Context: an optimization exercise on an open-source flow, tuned for small area and a short achievable clock period. The choices shown serve that exercise and are no tape-out recipe. In this exercise RTL edits were held to simulation tests only and were not proved equivalent to the original. Power figures rest on the tool's default switching activity, not on a simulated workload.

### design.v
`timescale 1ns/1ps
`default_nettype none
package addrgen_pkg;
  typedef logic [32-1:0] addr_t;      
  typedef logic [10-1:0] cnt_t;        
  typedef logic [16-1:0] trans_t;    
  typedef logic [16-1:0] len_t;     
  typedef logic signed [16-1:0] stride_t;
  typedef logic [4-1:0] strb_t;      
  typedef enum logic [1:0] {
    RUN_IDLE = 2'd0,   
    RUN_BUSY = 2'd1,   
    RUN_DONE = 2'd2    
  } run_state_e;
endpackage
`default_nettype wire
`timescale 1ns/1ps
`default_nettype none
module addrgen_cfg_regs (
  input  wire logic                 clk_i,
  input  wire logic                 rst_ni,
  input  wire logic                 start_i,
  input  wire addrgen_pkg::addr_t   base_addr_i,
  input  wire addrgen_pkg::trans_t  trans_size_i,
  input  wire addrgen_pkg::len_t    line_length_i,
  input  wire addrgen_pkg::stride_t line_stride_i,
  input  wire addrgen_pkg::len_t    feat_length_i,
  input  wire addrgen_pkg::stride_t feat_stride_i,
  input  wire addrgen_pkg::len_t    feat_roll_i,
  input  wire logic                 loop_outer_i,
  output addrgen_pkg::addr_t        cfg_base_addr,
  output addrgen_pkg::stride_t      cfg_line_stride,
  output addrgen_pkg::stride_t      cfg_feat_stride,
  output addrgen_pkg::len_t         cfg_line_last,
  output addrgen_pkg::len_t         cfg_feat_len_last,
  output addrgen_pkg::len_t         cfg_roll_last,
  output logic                      cfg_roll_zero,
  output logic                      cfg_loop_outer,
  output logic                      cfg_misaligned,
  output addrgen_pkg::trans_t       cfg_trans_size,
  output logic                      cfg_start
);
  logic              misaligned_d;   
  addrgen_pkg::len_t line_last_d;
  assign misaligned_d = (base_addr_i[1:0] != 2'b00) |
                        (line_stride_i[1:0] != 2'b00) |
                        (feat_stride_i[1:0] != 2'b00);
  assign line_last_d = misaligned_d ? line_length_i
                                    : line_length_i - addrgen_pkg::len_t'(1);
  always_ff @(posedge clk_i or negedge rst_ni) begin
    if (!rst_ni) begin
      cfg_base_addr     <= '0;
      cfg_line_stride   <= '0;
      cfg_feat_stride   <= '0;
      cfg_line_last     <= '0;
      cfg_feat_len_last <= '0;
      cfg_roll_last     <= '0;
      cfg_roll_zero     <= 1'b1;
      cfg_loop_outer    <= 1'b0;
      cfg_misaligned    <= 1'b0;
      cfg_trans_size    <= '0;
    end else if (start_i) begin
      cfg_base_addr     <= base_addr_i;
      cfg_line_stride   <= line_stride_i;
      cfg_feat_stride   <= feat_stride_i;
      cfg_line_last     <= line_last_d;
      cfg_feat_len_last <= feat_length_i - addrgen_pkg::len_t'(1);
      cfg_roll_last     <= feat_roll_i - addrgen_pkg::len_t'(1);   
      cfg_roll_zero     <= (feat_roll_i == '0);
      cfg_loop_outer    <= loop_outer_i;
      cfg_misaligned    <= misaligned_d;
      cfg_trans_size    <= trans_size_i;
    end
  end
  always_ff @(posedge clk_i or negedge rst_ni) begin
    if (!rst_ni) begin
      cfg_start <= 1'b0;
    end else begin
      cfg_start <= start_i;
    end
  end
endmodule
`default_nettype wire
`timescale 1ns/1ps
`default_nettype none
module addrgen_loop_counters (
  input  wire logic     clk_i,
  input  wire logic     rst_ni,
  input  wire logic                 cfg_start,
  input  wire addrgen_pkg::stride_t cfg_line_stride,
  input  wire addrgen_pkg::stride_t cfg_feat_stride,
  input  wire addrgen_pkg::len_t    cfg_line_last,
  input  wire addrgen_pkg::len_t    cfg_feat_len_last,
  input  wire addrgen_pkg::len_t    cfg_roll_last,
  input  wire logic                 cfg_roll_zero,
  input  wire logic                 cfg_loop_outer,
  input  wire logic                 loop_step,
  output addrgen_pkg::addr_t        loop_feat_off,
  output addrgen_pkg::addr_t        loop_line_off,
  output addrgen_pkg::addr_t        loop_word_off,
  output logic                      loop_first_word,
  output logic                      loop_last_word,
  output logic          word_update_o,
  output logic          line_update_o,
  output logic          feat_update_o
);
  addrgen_pkg::cnt_t  word_idx;
  addrgen_pkg::cnt_t  line_idx;
  addrgen_pkg::cnt_t  feat_idx;
  addrgen_pkg::addr_t word_off;
  addrgen_pkg::addr_t line_off;
  addrgen_pkg::addr_t feat_off;
  logic word_more;   
  logic line_more;   
  logic feat_wrap;   
  logic feat_more;   
  addrgen_pkg::addr_t line_step;   
  addrgen_pkg::addr_t feat_step;
  assign word_more = addrgen_pkg::len_t'(word_idx) < cfg_line_last;
  assign line_more = addrgen_pkg::len_t'(line_idx) < cfg_feat_len_last;
  assign feat_wrap = (addrgen_pkg::len_t'(feat_idx) == cfg_roll_last) | cfg_roll_zero;
  assign feat_more = (addrgen_pkg::len_t'(feat_idx) < cfg_roll_last) | cfg_roll_zero;
  assign line_step = addrgen_pkg::addr_t'(cfg_line_stride);
  assign feat_step = addrgen_pkg::addr_t'(cfg_feat_stride);
  always_ff @(posedge clk_i or negedge rst_ni) begin
    if (!rst_ni) begin
      word_idx <= '0;
      line_idx <= '0;
      feat_idx <= '0;
      word_off <= '0;
      line_off <= '0;
      feat_off <= '0;
    end else if (cfg_start) begin   
      word_idx <= '0;
      line_idx <= '0;
      feat_idx <= '0;
      word_off <= '0;
      line_off <= '0;
      feat_off <= '0;
    end else if (loop_step) begin
      if (word_more) begin
        word_idx <= word_idx + addrgen_pkg::cnt_t'(1);
        word_off <= word_off + addrgen_pkg::addr_t'(4);
      end else if (line_more) begin   
        word_idx <= '0;
        word_off <= '0;
        line_idx <= line_idx + addrgen_pkg::cnt_t'(1);
        line_off <= line_off + line_step;
      end else begin
        word_idx <= '0;
        word_off <= '0;
        line_idx <= '0;
        line_off <= '0;
        if (cfg_loop_outer) begin
          if (feat_wrap) begin   
            feat_idx <= '0;
            feat_off <= feat_off + feat_step;
          end else begin
            feat_idx <= feat_idx + addrgen_pkg::cnt_t'(1);
          end
        end else if (feat_more) begin
          feat_idx <= feat_idx + addrgen_pkg::cnt_t'(1);
          feat_off <= feat_off + feat_step;
        end else begin   
          feat_idx <= '0;
          feat_off <= '0;
        end
      end
    end
  end
  assign loop_word_off   = word_off;
  assign loop_line_off   = line_off;
  assign loop_feat_off   = feat_off;
  assign loop_first_word = (word_idx == '0);
  assign loop_last_word  = (addrgen_pkg::len_t'(word_idx) == cfg_line_last);
  assign word_update_o = loop_step;
  assign line_update_o = loop_step & ~word_more;
  assign feat_update_o = loop_step & ~word_more & ~line_more;
endmodule
`default_nettype wire
`timescale 1ns/1ps
`default_nettype none
module addrgen_strobe_gen (
  input  wire addrgen_pkg::addr_t cfg_base_addr,
  input  wire logic               cfg_misaligned,
  input  wire addrgen_pkg::addr_t loop_feat_off,
  input  wire addrgen_pkg::addr_t loop_line_off,
  input  wire addrgen_pkg::addr_t loop_word_off,
  input  wire logic               loop_first_word,
  input  wire logic               loop_last_word,
  output addrgen_pkg::addr_t  addr_o,
  output addrgen_pkg::strb_t  strb_o
);
  addrgen_pkg::addr_t addr_sum;   
  logic [1:0]         byte_off;   
  addrgen_pkg::strb_t lead_mask;
  assign addr_sum = cfg_base_addr + loop_feat_off + loop_line_off + loop_word_off;
  assign byte_off = addr_sum[1:0];
  assign addr_o = {addr_sum[32-1:2], 2'b00};
  assign lead_mask = addrgen_pkg::strb_t'('1) << byte_off;
  always_comb begin
    strb_o = '1;
    if (cfg_misaligned) begin
      if (loop_first_word) begin
        strb_o = lead_mask;
      end
      if (loop_last_word) begin
        strb_o = ~lead_mask;   
      end
    end
  end
endmodule
`default_nettype wire
`timescale 1ns/1ps
`default_nettype none
module addrgen_progress (
  input  wire logic     clk_i,
  input  wire logic     rst_ni,
  input  wire logic     enable_i,
  input  wire logic     cfg_start,
  input  wire logic     cfg_misaligned,
  input  wire addrgen_pkg::trans_t cfg_trans_size,
  input  wire logic     loop_first_word,
  output logic          loop_step,
  output logic          busy_o,
  output logic          done_o
);
  addrgen_pkg::run_state_e state_q, state_d;
  addrgen_pkg::trans_t     trans_cnt;
  addrgen_pkg::trans_t     trans_cnt_nxt;
  logic                    count_en;
  assign count_en      = loop_step & ~(cfg_misaligned & loop_first_word);
  assign trans_cnt_nxt = trans_cnt + addrgen_pkg::trans_t'(1);
  always_comb begin
    state_d = state_q;
    if (cfg_start) begin
      state_d = (cfg_trans_size == '0) ? addrgen_pkg::RUN_DONE : addrgen_pkg::RUN_BUSY;
    end else begin
      case (state_q)
        addrgen_pkg::RUN_BUSY: begin
          if (count_en && (trans_cnt_nxt == cfg_trans_size)) begin
            state_d = addrgen_pkg::RUN_DONE;
          end
        end
        default: state_d = state_q;   
      endcase
    end
  end
  always_ff @(posedge clk_i or negedge rst_ni) begin
    if (!rst_ni) begin
      state_q   <= addrgen_pkg::RUN_IDLE;
      trans_cnt <= '0;
    end else begin
      state_q <= state_d;
      if (cfg_start) begin
        trans_cnt <= '0;
      end else if (count_en) begin
        trans_cnt <= trans_cnt_nxt;
      end
    end
  end
  assign loop_step = enable_i & (state_q == addrgen_pkg::RUN_BUSY) & ~cfg_start;
  assign busy_o = (state_q == addrgen_pkg::RUN_BUSY);
  assign done_o = (state_q == addrgen_pkg::RUN_DONE);
endmodule
`default_nettype wire
`timescale 1ns/1ps
`default_nettype none
module addrgen_top (
  input  wire logic                 clk_i,
  input  wire logic                 rst_ni,
  input  wire logic                 start_i,
  input  wire logic                 enable_i,
  input  wire addrgen_pkg::addr_t   base_addr_i,
  input  wire addrgen_pkg::trans_t  trans_size_i,
  input  wire addrgen_pkg::len_t    line_length_i,
  input  wire addrgen_pkg::stride_t line_stride_i,
  input  wire addrgen_pkg::len_t    feat_length_i,
  input  wire addrgen_pkg::stride_t feat_stride_i,
  input  wire addrgen_pkg::len_t    feat_roll_i,
  input  wire logic                 loop_outer_i,
  output addrgen_pkg::addr_t        addr_o,
  output addrgen_pkg::strb_t        strb_o,
  output logic                      first_o,
  output logic                      last_o,
  output logic                      word_update_o,
  output logic                      line_update_o,
  output logic                      feat_update_o,
  output logic                      busy_o,
  output logic                      done_o
);
  addrgen_pkg::addr_t   cfg_base_addr;
  addrgen_pkg::stride_t cfg_line_stride;
  addrgen_pkg::stride_t cfg_feat_stride;
  addrgen_pkg::len_t    cfg_line_last;       
  addrgen_pkg::len_t    cfg_feat_len_last;   
  addrgen_pkg::len_t    cfg_roll_last;       
  logic                 cfg_roll_zero;
  logic                 cfg_loop_outer;
  logic                 cfg_misaligned;      
  addrgen_pkg::trans_t  cfg_trans_size;
  logic                 cfg_start;           
  logic                 loop_step;           
  addrgen_pkg::addr_t   loop_feat_off;
  addrgen_pkg::addr_t   loop_line_off;
  addrgen_pkg::addr_t   loop_word_off;
  logic                 loop_first_word;     
  logic                 loop_last_word;      
  addrgen_cfg_regs u_cfg_regs (
    .clk_i             (clk_i),
    .rst_ni            (rst_ni),
    .start_i           (start_i),
    .base_addr_i       (base_addr_i),
    .trans_size_i      (trans_size_i),
    .line_length_i     (line_length_i),
    .line_stride_i     (line_stride_i),
    .feat_length_i     (feat_length_i),
    .feat_stride_i     (feat_stride_i),
    .feat_roll_i       (feat_roll_i),
    .loop_outer_i      (loop_outer_i),
    .cfg_base_addr     (cfg_base_addr),
    .cfg_line_stride   (cfg_line_stride),
    .cfg_feat_stride   (cfg_feat_stride),
    .cfg_line_last     (cfg_line_last),
    .cfg_feat_len_last (cfg_feat_len_last),
    .cfg_roll_last     (cfg_roll_last),
    .cfg_roll_zero     (cfg_roll_zero),
    .cfg_loop_outer    (cfg_loop_outer),
    .cfg_misaligned    (cfg_misaligned),
    .cfg_trans_size    (cfg_trans_size),
    .cfg_start         (cfg_start)
  );
  addrgen_loop_counters u_loop_counters (
    .clk_i             (clk_i),
    .rst_ni            (rst_ni),
    .cfg_start         (cfg_start),
    .cfg_line_stride   (cfg_line_stride),
    .cfg_feat_stride   (cfg_feat_stride),
    .cfg_line_last     (cfg_line_last),
    .cfg_feat_len_last (cfg_feat_len_last),
    .cfg_roll_last     (cfg_roll_last),
    .cfg_roll_zero     (cfg_roll_zero),
    .cfg_loop_outer    (cfg_loop_outer),
    .loop_step         (loop_step),
    .loop_feat_off     (loop_feat_off),
    .loop_line_off     (loop_line_off),
    .loop_word_off     (loop_word_off),
    .loop_first_word   (loop_first_word),
    .loop_last_word    (loop_last_word),
    .word_update_o     (word_update_o),
    .line_update_o     (line_update_o),
    .feat_update_o     (feat_update_o)
  );
  addrgen_strobe_gen u_strobe_gen (
    .cfg_base_addr   (cfg_base_addr),
    .cfg_misaligned  (cfg_misaligned),
    .loop_feat_off   (loop_feat_off),
    .loop_line_off   (loop_line_off),
    .loop_word_off   (loop_word_off),
    .loop_first_word (loop_first_word),
    .loop_last_word  (loop_last_word),
    .addr_o          (addr_o),
    .strb_o          (strb_o)
  );
  addrgen_progress u_progress (
    .clk_i           (clk_i),
    .rst_ni          (rst_ni),
    .enable_i        (enable_i),
    .cfg_start       (cfg_start),
    .cfg_misaligned  (cfg_misaligned),
    .cfg_trans_size  (cfg_trans_size),
    .loop_first_word (loop_first_word),
    .loop_step       (loop_step),
    .busy_o          (busy_o),
    .done_o          (done_o)
  );
  assign first_o = loop_first_word;
  assign last_o  = loop_last_word;
endmodule
`default_nettype wire
### run.sh
#!/bin/bash
# synth_recipe.tcl (not shown) runs the flow's synth.tcl, then flattens the netlist and writes it again
# the make line also repeats each setting of config.mk as NAME=value (left out here)
make -C /OpenROAD-flow-scripts/flow DESIGN_CONFIG=/design/flow/config.mk WORK_HOME=/design/flow/orfs CLKGATE_MAP_FILE= SYNTH_SCRIPT=/design/flow/synth_recipe.tcl finish
### config.mk
export PLATFORM = sky130hd
export DESIGN_NAME = addrgen_top
export DESIGN_NICKNAME = addrgen_top
export VERILOG_FILES = /design/flow/design.v
export SDC_FILE = /design/flow/constraint.sdc
export NUM_CORES = 4
export LEC_CHECK = 0
export CAP_MARGIN = 20
export CORE_MARGIN = 2
export CORE_UTILIZATION = 40
export SLEW_MARGIN = 20
### constraint.sdc
create_clock -name core_clock -period 5.5 [get_ports {clk_i}]
set_input_delay 1.1000 -clock core_clock [delete_from_list [all_inputs] [get_ports {clk_i}]]
set_output_delay 1.1000 -clock core_clock [all_outputs]
set_load 0.01 [all_outputs]
==> notes.md <==
power groups by stage:
stage                     sequential, uW  combinational (uW)  clock, uW
after floorplan                     2500                4140          0
after global placement              2570                6610          0
after detailed placement            2580                6700          0
after CTS                           2550                6780       2660
after global routing                2590                7670       2740
final                               2550                6890       2580
cell type report:
cell class / count / share of cell area [%]
diodes: 2 / 0.0211
repair buffers: 263 / 10.3
inverters: 220 / 3.49
multi-input cells: 1584 / 48.5
well taps: 615 / 3.25
flip-flops and latches: 274 / 29.0
clock inverters: 21 / 1.20
clock buffers: 47 / 4.32
how the worst min path moves through the flow:
stage | from | endpoint | cells after the start
final | rst_ni | u_cfg_regs.cfg_line_stride[4] | 1
after global routing | rst_ni | u_cfg_regs.cfg_line_stride[4] | 1
after CTS | u_loop_counters.feat_idx[9] | u_loop_counters.feat_idx[9] | 1
after detailed placement | u_loop_counters.feat_idx[9] | u_loop_counters.feat_idx[9] | 1
after global placement | u_loop_counters.feat_idx[9] | u_loop_counters.feat_idx[9] | 1
after floorplan | u_loop_counters.feat_idx[9] | u_loop_counters.feat_idx[9] | 1
sequential cells by signal, summed over array words and instances (netlist names), 16 cells and up:
signal                        count
u_cfg_regs.cfg_base_addr         32
u_cfg_regs.cfg_trans_size        16
u_cfg_regs.cfg_feat_len_last     16
u_loop_counters.feat_off         32
u_loop_counters.word_off         30
u_progress.trans_cnt             16
u_loop_counters.line_off         32
u_cfg_regs.cfg_line_stride       16
u_cfg_regs.cfg_roll_last         16
u_cfg_regs.cfg_line_last         16
u_cfg_regs.cfg_feat_stride       16
cells in the final DEF, fill, tap and decap left out, types with 8 or more instances in the layout:
master,n
nor2_1,169
fa_1,62
inv_1,212
o31ai_1,30
clkbuf_16,37
and2_1,12
xnor2_1,100
a211oi_1,12
ha_1,127
nand2_1,190
buf_4,86
o21a_1,15
a21o_1,45
clkinv_2,11
inv_2,8
nor3_1,52
o21ai_0,146
mux2_2,54
or3_1,20
nand3_1,51
o21bai_1,11
a21oi_2,10
nor4_1,22
nand2b_1,24
clkdlybuf4s50_1,157
dfrtp_1,273
a21oi_1,127
nor2b_1,13
a31oi_1,11
o22ai_1,20
and3_1,32
xor2_1,75
nand4_1,25
or4_1,11
per-stage QoR:
step                      hold slack (ns)  cell area (sq um)  setup TNS (ns)  cells
after floorplan                     0.449              19200               0   2141
after global placement              0.487              22100          -0.297   2946
after detailed placement            0.481              22100          -0.677   2946
after CTS                           0.494              23600               0   3017
after global routing                0.511              23700          -0.414   3024
final                               0.479              23700               0   3026
routing by layer:
layer	part of all wire, %	wire length, microns
met2	46	22800
met1	48	23900
met5	0	0
met4	2.2	1100
met3	4.1	2050
critical path, delay by kind of cell (launching register included):
kind,cells,cell delay (ns)
adder cells (fa/ha/maj),3,1.27
flip-flops,1,0.39
buffers and inverters,5,0.59
AO/OA/AOI/OAI,7,1.14
AND/OR/NAND/NOR,2,0.35
repair_timing:
action,in CTS,in global routing
resized for setup,52,30
endpoints found under the hold margin,0,0
setup buffers,3,6
setup endpoints to repair,17,17
hold buffers,0,0
pin swaps,19,17
kinds of logic (layout without fill, tap and decap cells):
logic type | Yosys count | after routing | synth area share [%]
buf+inv | 283 | 551 | 5.59
flops | 274 | 274 | 35.7
fa+ha+maj | 193 | 193 | 15.0
other cells | 1 | 5 | 0.0195
compound gates | 506 | 506 | 16.4
mux | 57 | 57 | 3.32
xor+xnor | 175 | 175 | 7.97
simple gates | 650 | 650 | 16.0
==> notes.md <==
* Max cap viols at 0
* GP Congestion at about 0.9
* # DRC at 0
* # rows at 80
* Crit. Startpoint: u_loop_counters.line_off[3]
* PnR worst setup slack at 0.0994 ns
* DP Worst Slack at -0.271 ns
* Crit. End Element: output pin
* CTS root buf: clkbuf_16
* Met3 usage at 2.92%
* Register area at approximately 6900 sq um
* Post-synthesis register bit count at between 200 and 300
* Max Buffers Root-to-Sink at 3
* Tmin final at 5.40 ns
* Max-slew headroom at 25.9%
* RSZ-0062 raised after global routing: yes
* Pwr per Cell Area at between 500 and 600 nW/um^2
* Net Sw Frac at around 40%
* Cts bufs inserted at 37
* Vias per cell at roughly 5.3
* Reg clk slew, reported paths at ~0.060 ns
* Fin Clk Skew at about 0.018 ns
* CP required at between 4 and 5 ns
* Worst-margin pin slew at roughly 1.1 ns
* Worst hold path type: input port to asynchronous set/reset pin
* Initial antenna violation count at 2
* Busiest layer in global routing: met2
* Initial Utilization at between 40% and 50%
* CP max-delay cell: fa_1
* Detailed Route WL at 49900 microns
* Post-DP HPWL at 37200 microns
* Top cells by count, synth: 273 x dfrtp_1, 220 x inv_1, 190 x nand2_1
* Ys async rst share at 100%
* DRT antenna net count at 0
* Syn Area/Cell at between 8 and 9 sq um
* CP cell instances: inv_2, fa_1, fa_1, inv_1, ha_1, a211o_1, a21oi_2, o21ai_2, a21oi_2, o21ai_2, a21oi_1, buf_4, o31ai_4, buf_4, and4_1, nor3_2, buf_2
* Global route overflow at 0
* Wirelength per Cell at between 15 and 20 microns
* Comb pwr share at roughly 57%
* Pint at 7240 uW
* Tot GR Track Use at between 20 and 25%
* CTS H-tree lvls at 2
* Max Freq at ~190 MHz
* Via count at ~16000
* Layout cells sized above 1 at 11.1%
* Count leader, synth: dfrtp_1
* Pleak at 0.0108 uW
* Flop-to-flop setup slack at ~1.9 ns
* Multi-input combinational cell area at ~11000 sq um
* Arrival time worst endpoint at about 4.3 ns
* Grt met1 use at 28.3%
* Sequential share of the synthesized area at between 30 and 40%
* Worst skew pair latency at 0.56 ns
* Chip width at 223 microns
* IO Port Bufs at 173
* Ports at between 150 and 200
* Psw at 4770 uW
* Post-synth EDFFs at 0
* Die height at ~220 microns
* Max-slew violations at 0
* Delay of the slowest critical-path stage at around 0.52 ns
* Met2 GRT Util at 33.3%
* Post-Synthesis Cells at 2139
* Total iterations of the first detailed-routing run at 5
* Vias in the first global route at about 16000
* Top cell type's share of synthesized area at 35.5%
* Clock Power Share at 21.5%
* Layout area overhead at 23.1%
* Largest net degree at the start of global routing at between 100 and 150
* Fin. Hold Viols at 0
* Yosys cell types at 73
* Sink Count at roughly 270
* Nets@finish at 2706
* Util after Layout at between 40% and 50%
* Status: finished clean
* R2R Path End: u_loop_counters.feat_idx[5]
* R2R Path Start: u_cfg_regs.cfg_feat_len_last[12]
* Worst Setup EP: addr_o[31]
* CTS tree: yes
* Part of the power in registers at about a fifth
* Synthesized cell area at about 19000 sq um
* Synth area leaders: dfrtp_1 36%, ha_1 8.5%, fa_1 6.6%, xnor2_1 4.6%, inv_1 4.3%
* Fillers at between 4000 and 5000
* Core Footprint at 47600 sq um
* Ys flop type: dfrtp_1
* Final setup viols at 0
* Iteration-0 DRC count of the detailed router at about 850
* Critical Path Fanout Max at 3
* Tot Pwr at roughly 12000 uW
* R2R depth at 7
* Final Cycle Share at between 90% and 100%
* Worst setup SP type: flip-flop
* First-pass GRT wire length at 82500 microns
* Area leader, netlist: dfrtp_1
* Synth warn at 4
* Die area at about 50000 sq um
* Worst vdd ir at approximately 0.23 mV
* Crit Path Category: flip-flop to output pin

static timing again, ports no longer ideal:
The flow's constraints put no driver on any port. The routed layout listed below was extracted and timed again, unchanged, in two steps.
Step 1: set_driving_cell puts a clkbuf_16 on clk_i and a buf_2 on each other input, an assumption about the parent block.
Step 2 also shifts input and output timing later by t, the mid clock arrival at the registers, as if the neighbouring blocks saw the same clock.
a / b / c = no drivers / after step 1 / after step 2; a / b = the first two.
shift t [ns]: 0.606
setup WS [ns]: 0.099 / 0.046 / 0.652
worst data-port slew with drivers (ns): 0.10
After both steps this run still meets setup and hold. For this run, drivers alone change the setup slack by -0.053 ns; drivers and shift together by +0.553 ns.
